This design comes from an exercise in tuning for small area on the open sky130 flow, not from production work. Function was checked by simulation only, so behaviour that the tests miss may differ from the original. No activity file was given, so power comes from the tool's default toggle rates. The flow treats the clock pin as an ideal source, which a real chip does not have.

== run A ==
Design spiMemory, start of the top module:
module spiMemory (
    input  logic trigger,
    input  logic reset,
    input  logic sclk,         
    input  logic chipSelect,   
    input  logic mosi,
    output logic miso,
    output logic misoEnable
);
Size in the first run: ~1,300 cells after synthesis, ~7 I/O pins, about 24,000 sq um of cells after synthesis.
export LEC_CHECK = 0
export CAP_MARGIN = 20
export CORE_MARGIN = 2
export CORE_UTILIZATION = 60
export SLEW_MARGIN = 20
create_clock -name core_clock -period 10.0 [get_ports {trigger}]
standard.sh (not shown) runs the stock make flow with config.mk's settings and CLKGATE_MAP_FILE= SYNTH_SCRIPT=/design/flow/synth_recipe.tcl, a recipe that flattens the netlist after the stock synthesis.
==> flow/flow/run.sh <==
#!/bin/bash
# Standard layout, with our own clock tree synthesis arguments and
# a plain buffer on each port.
set -euo pipefail
export CTS_ARGS="-sink_clustering_enable -repair_clock_nets -dont_use_dummy_load -sink_clustering_size 20 -sink_clustering_max_diameter 50 -buf_list sky130_fd_sc_hd__clkbuf_8"
export BUFFER_PORTS_ARGS="-buffer_cell sky130_fd_sc_hd__buf_1"
bash standard.sh > standard.log 2>&1
diff inputs: run A => run B
--- a/flow/config.mk
+++ b/flow/config.mk
@@ -10 +10 @@
-export CORE_UTILIZATION = 60
+export CORE_UTILIZATION = 70
[summary]
Run B ran to completion and came out clean on the timing, design-rule and antenna checks.
Going from run A to run B, final antenna-violating net count barely changed; instance area after placement dropped about 0.36%.
Run A → run B: leakage power level, total power level, floorplan row count moved down, full die area moved down.
On final critical path time including I/O delays and setup, run B and run A are basically level.
Looking at number of inserted filler cells in the final layout across run B and run A, the one that comes out lower is run B.
The following lists how run C was set up differently from run B:
--- a/flow/flow/run.sh
+++ b/flow/flow/run.sh
@@ -5 +5 @@
-export CTS_ARGS="-sink_clustering_enable -repair_clock_nets -dont_use_dummy_load -sink_clustering_size 20 -sink_clustering_max_diameter 50 -buf_list sky130_fd_sc_hd__clkbuf_8"
+export CTS_ARGS="-sink_clustering_enable -repair_clock_nets -dont_use_dummy_load -sink_clustering_size 21 -sink_clustering_max_diameter 70 -buf_list sky130_fd_sc_hd__clkbuf_8"
--- a/flow/config.mk
+++ b/flow/config.mk
@@ -10 +10 @@
-export CORE_UTILIZATION = 70
+export CORE_UTILIZATION = 60
Global-route wire length before repair went up slightly going from run B to run C. Between run B and run C, the wire length does not differ in any meaningful way. Diff run B -> run C: overall track demand over capacity in global routing decreased 2.0 points; initial antenna violation count shows a reduction of 1; power density relative to cell area down 1.4 nW/um^2; layout buffering overhead excluding clock cells roughly the same. Compared to run B, run C has count of clock-buffer cells in the layout 6.6% lower. Run C: internal power component is about 0.7% lower than what run B reported. Compare run B and run C | critical path data arrival time higher: run C.
Input-level comparison between run D and run C:
--- a/flow/flow/run.sh
+++ b/flow/flow/run.sh
@@ -5 +5 @@
-export CTS_ARGS="-sink_clustering_enable -repair_clock_nets -dont_use_dummy_load -sink_clustering_size 21 -sink_clustering_max_diameter 70 -buf_list sky130_fd_sc_hd__clkbuf_8"
+export CTS_ARGS="-sink_clustering_enable -repair_clock_nets -dont_use_dummy_load -sink_clustering_size 11 -sink_clustering_max_diameter 40 -buf_list {sky130_fd_sc_hd__clkbuf_4 sky130_fd_sc_hd__clkbuf_8}"
==> results.txt <==
- Going from run C to run D, the initial antenna violation count was found to have gone up by 1.
- Re synthesized area: no difference whatsoever between run C and run D.
- Against run C, run D comes in 8 lower on number of DRC markers after the initial detailed-route iteration.
- No run among run C and run D stopped early or left any final violation; all are clean.
- Compared with run C, in run D count of clock-buffer cells in the layout went up by 54, power density of the placed cells higher, total design power grew by 9.5%, number of synthesized flops with an enable pin about even, sequential share of layout area now smaller.
- Run D ended up with more standard cells than run C.
- Design area in run D vs run C: up about 3%
### run D -> run E
--- a/flow/flow/run.sh
+++ b/flow/flow/run.sh
@@ -5 +5 @@
-export CTS_ARGS="-sink_clustering_enable -repair_clock_nets -dont_use_dummy_load -sink_clustering_size 11 -sink_clustering_max_diameter 40 -buf_list {sky130_fd_sc_hd__clkbuf_4 sky130_fd_sc_hd__clkbuf_8}"
+export CTS_ARGS="-sink_clustering_enable -repair_clock_nets -dont_use_dummy_load -sink_clustering_size 22 -sink_clustering_max_diameter 40 -buf_list sky130_fd_sc_hd__clkbuf_8 -root_buf sky130_fd_sc_hd__clkbuf_16"
==> results.txt <==
- Run E vs run D, clock network power share went down by 2.1 points.
- Compared with run D, total power consumption of the routed design in run E decreased by a few percent.
- The routability-driven placement congestion ratio on run E is in line with that on run D.
- Run D -> run E: register-to-register slack flat

== trial 46 ==
Another version of the RTL of spiMemory (not shown whole).
Size in the first run: about 1300 cells after synthesis, about 1100 flip-flops, roughly 7 I/O pins, ~0.024 mm² of cells after synthesis.
export LEC_CHECK = 0
export CAP_MARGIN = 20
export CORE_MARGIN = 2
export CORE_UTILIZATION = 60
export SLEW_MARGIN = 20
create_clock -name core_clock -period 10.0 [get_ports {trigger}]
==> flow/flow/run.sh <==
#!/bin/bash
# Standard layout, with clock tree synthesis arguments of our own.
set -euo pipefail
export CTS_ARGS="-sink_clustering_enable -repair_clock_nets -dont_use_dummy_load -sink_clustering_size 36 -sink_clustering_max_diameter 60 -buf_list sky130_fd_sc_hd__clkbuf_16"
bash standard.sh > standard.log 2>&1
Trial 46 went all the way through the flow, and no timing, DRC or antenna check failed.
For build 30, these inputs were changed with respect to trial 46:
==> flow/flow/run.sh <==
#!/bin/bash
# Standard layout, with clock tree synthesis arguments of our own:
# clkbuf_8 leaf clusters and no dummy loads.
set -euo pipefail
export CTS_ARGS="-sink_clustering_enable -repair_clock_nets -dont_use_dummy_load -sink_clustering_size 20 -sink_clustering_max_diameter 50 -buf_list sky130_fd_sc_hd__clkbuf_8"
bash standard.sh > standard.log 2>&1
### Flow results
Build 30 gives more ratio of final minimum period to clock period than trial 46 did. Build 30 -> trial 46: initial cell density of the core delta 0, exact match. Build 30 reached the final stage; the timing, design-rule and antenna checks on its layout passed. | wire length | build 30 vs trial 46 | 120 µm higher |. Going from trial 46 to build 30, clock skew barely changed, switching part of the total power went up 0.41 points, share of post-route cells with drive strength above 1 shows an increase of 1.6 points, detail-routed via count per cell increased by about 1% relative to the old numbers.

afterwards: timing with drivers on the ports:
No port has a modelled driver above. Below, the same layouts with a new extraction and two added sets of constraints. Step 1 sets driving cells, clkbuf_16 on the clock port and buf_2 on the other inputs (assumed; they add their load-dependent delay and slew). Step 2 adds t to the input delays and takes it off the output delays; t is the mean of the earliest and latest rising clock arrival at the registers after step 1. Input paths then give back, and output paths get back, about the clock's delay inside the block. Slacks: no drivers / after step 1 / after step 2; pairs: no drivers / after step 1.
run | t (ns) | slack for setup (ns) | worst hold slack (ns) | slew at the worst register clock pin (ns)
run A | 0.693 | 6.832 / 6.781 / 7.096 | 0.266 / 0.266 / 0.266 | 0.11 / 0.11
run B | 0.683 | 6.833 / 6.782 / 7.109 | 0.287 / 0.287 / 0.287 | 0.11 / 0.11
run C | 0.686 | 6.801 / 6.751 / 7.130 | 0.327 / 0.327 / 0.327 | 0.12 / 0.12
run D | 0.686 | 6.856 / 6.806 / 7.078 | 0.300 / 0.300 / 0.300 | 0.07 / 0.07
run E | 0.603 | 6.945 / 6.891 / 7.071 | 0.275 / 0.275 / 0.275 | 0.12 / 0.12
trial 46 | 0.623 | 6.453 / 6.401 / 6.374 | 0.288 / 0.288 / 0.288 | 0.12 / 0.12
build 30 | 0.659 | 6.421 / 6.370 / 6.397 | 0.308 / 0.308 / 0.308 | 0.11 / 0.11
After both steps setup and hold are still met in every run listed. For trial 46, which loses most, drivers alone change the setup slack by -0.052 ns; drivers and shift together by -0.079 ns.
